Source: an optimization exercise on an open RTL-to-GDS flow (aim: small area, a short achievable clock period and few clock cycles per item). Production flows keep margins and buffers that such runs may drop.
Only simulation tests tie the RTL to the original design; equivalence was not proved.
No driver is modelled on the clock port, so clocking that relies on it looks cheaper here than on a real chip.
Power figures rest on the tool's default switching activity, not on a simulated workload.

== run 1 ==
==> flow/design.v (excerpt) <==
module dot_product_sequencer #(
    parameter int unsigned ADDR_W = 10,
    parameter int unsigned LEN_W  = 10
) (
    input  logic              clk,
    input  logic              rst,
    input  logic              start,
    input  logic [LEN_W-1:0]  len,
    input  logic [ADDR_W-1:0] a_base,
    input  logic [ADDR_W-1:0] b_base,
    output logic              mem_rd,
    output logic [ADDR_W-1:0] mem_addr_a,
    output logic [ADDR_W-1:0] mem_addr_b,
    input  logic [31:0]       mem_rdata_a,
    input  logic [31:0]       mem_rdata_b,
    output logic              busy,
    output logic              done,
    output logic [31:0]       result
);
Size in the first run: ~150 I/O pins, roughly 26000 sq um of cells after synthesis.
clock: 12.0 ns
lec_check: 0
cap_margin: 20
core_margin: 2
core_utilization: 60
slew_margin: 20
standard.sh (not shown) runs the stock make flow with config.mk's settings and CLKGATE_MAP_FILE= SYNTH_SCRIPT=/design/flow/synth_recipe.tcl, a recipe that flattens the netlist after the stock synthesis.
==> flow/flow/run.sh <==
#!/bin/bash
set -e
export SETUP_SLACK_MARGIN=7.8
export BUFFER_PORTS_ARGS="-buffer_cell sky130_fd_sc_hd__buf_1"
R=orfs/results/sky130hd/dot_product_sequencer/base
bash standard.sh synth > synth.log 2>&1
cp $R/1_2_yosys.v 1_2_yosys.standard.v
python3 flow/fapol.py 1_2_yosys.standard.v $R/1_2_yosys.v > fapol.log 2>&1
bash standard.sh cts > cts.log 2>&1
SKEW_BUFS="sky130_fd_sc_hd__clkbuf_1 sky130_fd_sc_hd__clkbuf_1 sky130_fd_sc_hd__clkbuf_8" SKEW_DB=$R/4_cts.odb openroad -no_init -exit flow/skew.tcl > skew.log 2>&1
bash standard.sh finish > standard.log 2>&1
Other scripts of this flow, unchanged in this note and not shown: flow/flow/fapol.py, flow/flow/skew.tcl
Per the final summary, run 1 finished and its layout is clean on timing, DRC and antenna.
Testbench counts of run 1, summed over its fixed seeds: cycles 8,591, items 320.
### run 1 -> run 2
diff --git a/flow/flow/run.sh b/flow/flow/run.sh
--- a/flow/flow/run.sh
+++ b/flow/flow/run.sh
@@ -10 +10 @@
-SKEW_BUFS="sky130_fd_sc_hd__clkbuf_1 sky130_fd_sc_hd__clkbuf_1 sky130_fd_sc_hd__clkbuf_8" SKEW_DB=$R/4_cts.odb openroad -no_init -exit flow/skew.tcl > skew.log 2>&1
+SKEW_BUFS="sky130_fd_sc_hd__clkbuf_1 sky130_fd_sc_hd__clkbuf_1 sky130_fd_sc_hd__clkbuf_1 sky130_fd_sc_hd__clkbuf_8" SKEW_DB=$R/4_cts.odb openroad -no_init -exit flow/skew.tcl > skew.log 2>&1
==> run notes <==
The flow did not stop early for run 1: all stages ran, and the layout cleared the timing, DRC and antenna checks.
Run 2 did not stop at any stage, and its layout met the timing, DRC and antenna checks.
Power per standard cell area of run 2 exceeds that of run 1 slightly.
From run 1 to run 2 the numbers moved as follows: final period utilization about even; global-route usage rose 0.19 points.
Diff run 1 -> run 2: core utilization flat; area added between synthesis and finish up 0.19 points; post-route non-filler standard cell count up 13.
Changes in run 3 relative to run 2:
diff --git a/flow/flow/run.sh b/flow/flow/run.sh
--- a/flow/flow/run.sh
+++ b/flow/flow/run.sh
@@ -3 +3 @@
-export SETUP_SLACK_MARGIN=7.8
+export SETUP_SLACK_MARGIN=7.95
==> run notes <==
- Relative to run 2, run 3 degrades fmax.
- Cmp run 3 vs run 2: pin count of the biggest net entering global routing lower in run 3
- The lower shortest period the worst path allows of run 3 and run 2 is in run 2.
- Compared with run 2, in run 3 total overflow reported by the global router shows no meaningful change, final cell area excluding filler cells climbed 2100 sq um.
- Summary of the comparison: number of gates on the worst path with buffers counted is higher in run 3, relative to run 2.
For run 4, these inputs were changed with respect to run 3:
- CORE_UTILIZATION now 66, was 60
diff --git a/flow/flow/run.sh b/flow/flow/run.sh
--- a/flow/flow/run.sh
+++ b/flow/flow/run.sh
@@ -3 +3 @@
-export SETUP_SLACK_MARGIN=7.95
+export SETUP_SLACK_MARGIN=7.8
==> comparison <==
- Lower via count of the first global-routing pass was reported by run 4, not run 3.
- Routed wire length ends up higher on run 3.
- Summary of run 4 over run 3: post-route standard cell area excluding fillers went down by 7.3%; sequential share of layout area went up 0.88 points; utilization now sits higher; buffers inserted during post-CTS setup optimization now smaller.
- r_result[25]$_SDFF_PP0_ as the capturing instance or port of the critical path was reported by run 3, and r_result[31]$_SDFF_PP0_ by run 4.
- Summary: with run 3 as the reference, via count in run 4 moved down by a few percent.
- Compared with run 3, run 4 shows a lower wire length on met2.
- Relative to run 3, number of cells in the design after placement decreased by 32 in run 4.
- Power went down by a few percent going from run 3 to run 4.
- Compare run 4 and run 3 | worst hold slack lower: run 3

dot_product_sequencer, a different RTL version from the one above (not shown whole).
Size: ~150 I/O pins, ~0.026 mm² of cells after synthesis.
==> flow/config.mk <==
export PLATFORM = sky130hd
export DESIGN_NAME = dot_product_sequencer
export DESIGN_NICKNAME = dot_product_sequencer
export VERILOG_FILES = /design/flow/design.v
export SDC_FILE = /design/flow/constraint.sdc
export NUM_CORES = 4
export LEC_CHECK = 0
export CAP_MARGIN = 20
export CORE_MARGIN = 2
export CORE_UTILIZATION = 60
export SLEW_MARGIN = 20
==> flow/constraint.sdc <==
create_clock -name core_clock -period 12.0 [get_ports {clk}]
set_input_delay 2.4000 -clock core_clock [delete_from_list [all_inputs] [get_ports {clk}]]
set_output_delay 2.4000 -clock core_clock [all_outputs]
set_load 0.01 [all_outputs]
==> flow/flow/run.sh <==
#!/bin/bash
set -e
export SETUP_SLACK_MARGIN=7.5
export BUFFER_PORTS_ARGS="-buffer_cell sky130_fd_sc_hd__buf_2"
R=orfs/results/sky130hd/dot_product_sequencer/base
bash standard.sh synth > synth.log 2>&1
cp $R/1_2_yosys.v 1_2_yosys.standard.v
python3 flow/fapol.py 1_2_yosys.standard.v $R/1_2_yosys.v > fapol.log 2>&1
bash standard.sh cts > cts.log 2>&1
SKEW_BUFS="sky130_fd_sc_hd__clkbuf_1 sky130_fd_sc_hd__clkbuf_1 sky130_fd_sc_hd__clkbuf_8" SKEW_DB=$R/4_cts.odb openroad -no_init -exit flow/skew.tcl > skew.log 2>&1
bash standard.sh finish > standard.log 2>&1
==> flow/flow/skew.tcl <==
# Delay the clock of the carry-save accumulator registers (s_acc, c_acc, ckg_r) by one extra
# buffer stage. Their inputs come from the multiplier tree (the long register-to-register
# paths); their outputs feed the tree again and the resolve adder, which have slack. None of
# them is on a path from an input or to an output.
set db_file $::env(SKEW_DB)
set buf_names $::env(SKEW_BUFS)
read_db $db_file
set block [ord::get_db_block]
set db [ord::get_db]
foreach b $buf_names {
  if {[$db findMaster $b] == "NULL"} { error "no master $b" }
}
set groups [dict create]
foreach inst [$block getInsts] {
  set name [$inst getName]
  if {[regexp {^(s_acc|c_acc|ckg_r)\\?\[} $name]} {
    set it [$inst findITerm CLK]
    set net [$it getNet]
    dict lappend groups [$net getName] $it
  }
}
set k 0
foreach netname [dict keys $groups] {
  set net [$block findNet $netname]
  set its [dict get $groups $netname]
  # centroid of the flops
  set sx 0; set sy 0; set n 0
  foreach it $its {
    set inst [$it getInst]
    set bb [$inst getBBox]
    set sx [expr {$sx + ([$bb xMin] + [$bb xMax]) / 2}]
    set sy [expr {$sy + ([$bb yMin] + [$bb yMax]) / 2}]
    incr n
  }
  set cx [expr {$sx / $n}]; set cy [expr {$sy / $n}]
  set drive $net
  set s 0
  foreach b $buf_names {
    set master [$db findMaster $b]
    set newnet [odb::dbNet_create $block "skew_clk_net_${k}_$s"]
    $newnet setSigType CLOCK
    set buf [odb::dbInst_create $block $master "skew_clk_buf_${k}_$s"]
    [$buf findITerm A] connect $drive
    [$buf findITerm X] connect $newnet
    $buf setLocation $cx $cy
    $buf setPlacementStatus PLACED
    set drive $newnet
    incr s
  }
  foreach it $its {
    $it disconnect
    $it connect $newnet
  }
  puts "skew: net $netname: moved $n flops behind $buf_names"
  incr k
}
global_connect
detailed_placement
check_placement
write_db $db_file
Other scripts of this flow, unchanged in this note and not shown: flow/flow/fapol.py
The baseline produced a clean layout.
Testbench counts at the start, summed over its fixed seeds: cycles 8,591, items 320.
Rerun with:
--- a/flow/flow/run.sh
+++ b/flow/flow/run.sh
@@ -3 +3 @@
-export SETUP_SLACK_MARGIN=7.5
+export SETUP_SLACK_MARGIN=7.8
What happened: Via count is about the same. Cell area increases by a few percent. Total power decreases slightly. Worst hold slack loses 0.016 ns. Register-to-register slack gains 0.20 ns. Setup slack gains 0.20 ns. Wire length increases slightly. Die area stays the same.
Rerun with:
--- a/flow/flow/run.sh
+++ b/flow/flow/run.sh
@@ -3 +3 @@
-export SETUP_SLACK_MARGIN=7.8
+export SETUP_SLACK_MARGIN=7.5
@@ -10 +10 @@
-SKEW_BUFS="sky130_fd_sc_hd__clkbuf_1 sky130_fd_sc_hd__clkbuf_1 sky130_fd_sc_hd__clkbuf_8" SKEW_DB=$R/4_cts.odb openroad -no_init -exit flow/skew.tcl > skew.log 2>&1
+SKEW_BUFS="sky130_fd_sc_hd__clkbuf_2 sky130_fd_sc_hd__clkbuf_8" SKEW_DB=$R/4_cts.odb openroad -no_init -exit flow/skew.tcl > skew.log 2>&1
The changed run ran to the end with no violations.
Utilization decreases by 1.9 points.
Final area shrinks by 2.7%.
Area after synthesis does not change.
Global-route usage drops by 0.96 points.
Final cell count went down by 1.2%.

==> separate check: timing with driven ports <==
In the flow no input, the clock included, has a driving cell. The finished layouts below were timed again as built, in two steps. Step 1 assumes that a clkbuf_16 drives the clock port and a buf_2 every other input. Step 2, shift: input delay + t, output delay - t, t = (earliest + latest rising clock arrival at the registers) / 2. This alone moves slack from input paths to output paths. Slacks: no drivers / after step 1 / after step 2; pairs: no drivers / after step 1.
| run | shift t [ns] | setup slack, ns | worst setup path at the end | latest minus earliest clock arrival (ns) | worst slew at a driven data input, ns |
|---|---|---|---|---|---|
| run 1 | 0.819 | 8.067 / 8.105 / 7.286 | input to register | 0.410 / 0.410 | 0.06 |
| run 2 | 0.862 | 8.070 / 8.107 / 7.245 | input to register | 0.501 / 0.502 | 0.06 |
| run 3 | 0.895 | 8.040 / 8.040 / 7.653 | input to register | 0.532 / 0.532 | 0.06 |
| run 4 | 0.872 | 8.035 / 8.035 / 7.370 | input to register | 0.552 / 0.552 | 0.05 |
| the first run of note 2 | 0.798 | 7.831 / 7.831 / 7.831 | register to register | 0.404 / 0.404 | 0.05 |
| the second run of note 2 | 0.827 | 8.032 / 8.032 / 7.880 | input to register | 0.410 / 0.411 | 0.07 |
| the third run of note 2 | 0.740 | 7.692 / 7.692 / 7.692 | register to register | 0.292 / 0.292 | 0.05 |
Clock arrivals are far apart in 6 of these runs, so t is only a midpoint there and step 2 fits no single register. The setup slack of run 2, which loses most, moves by +0.037 ns with the drivers and by -0.825 ns with both steps.
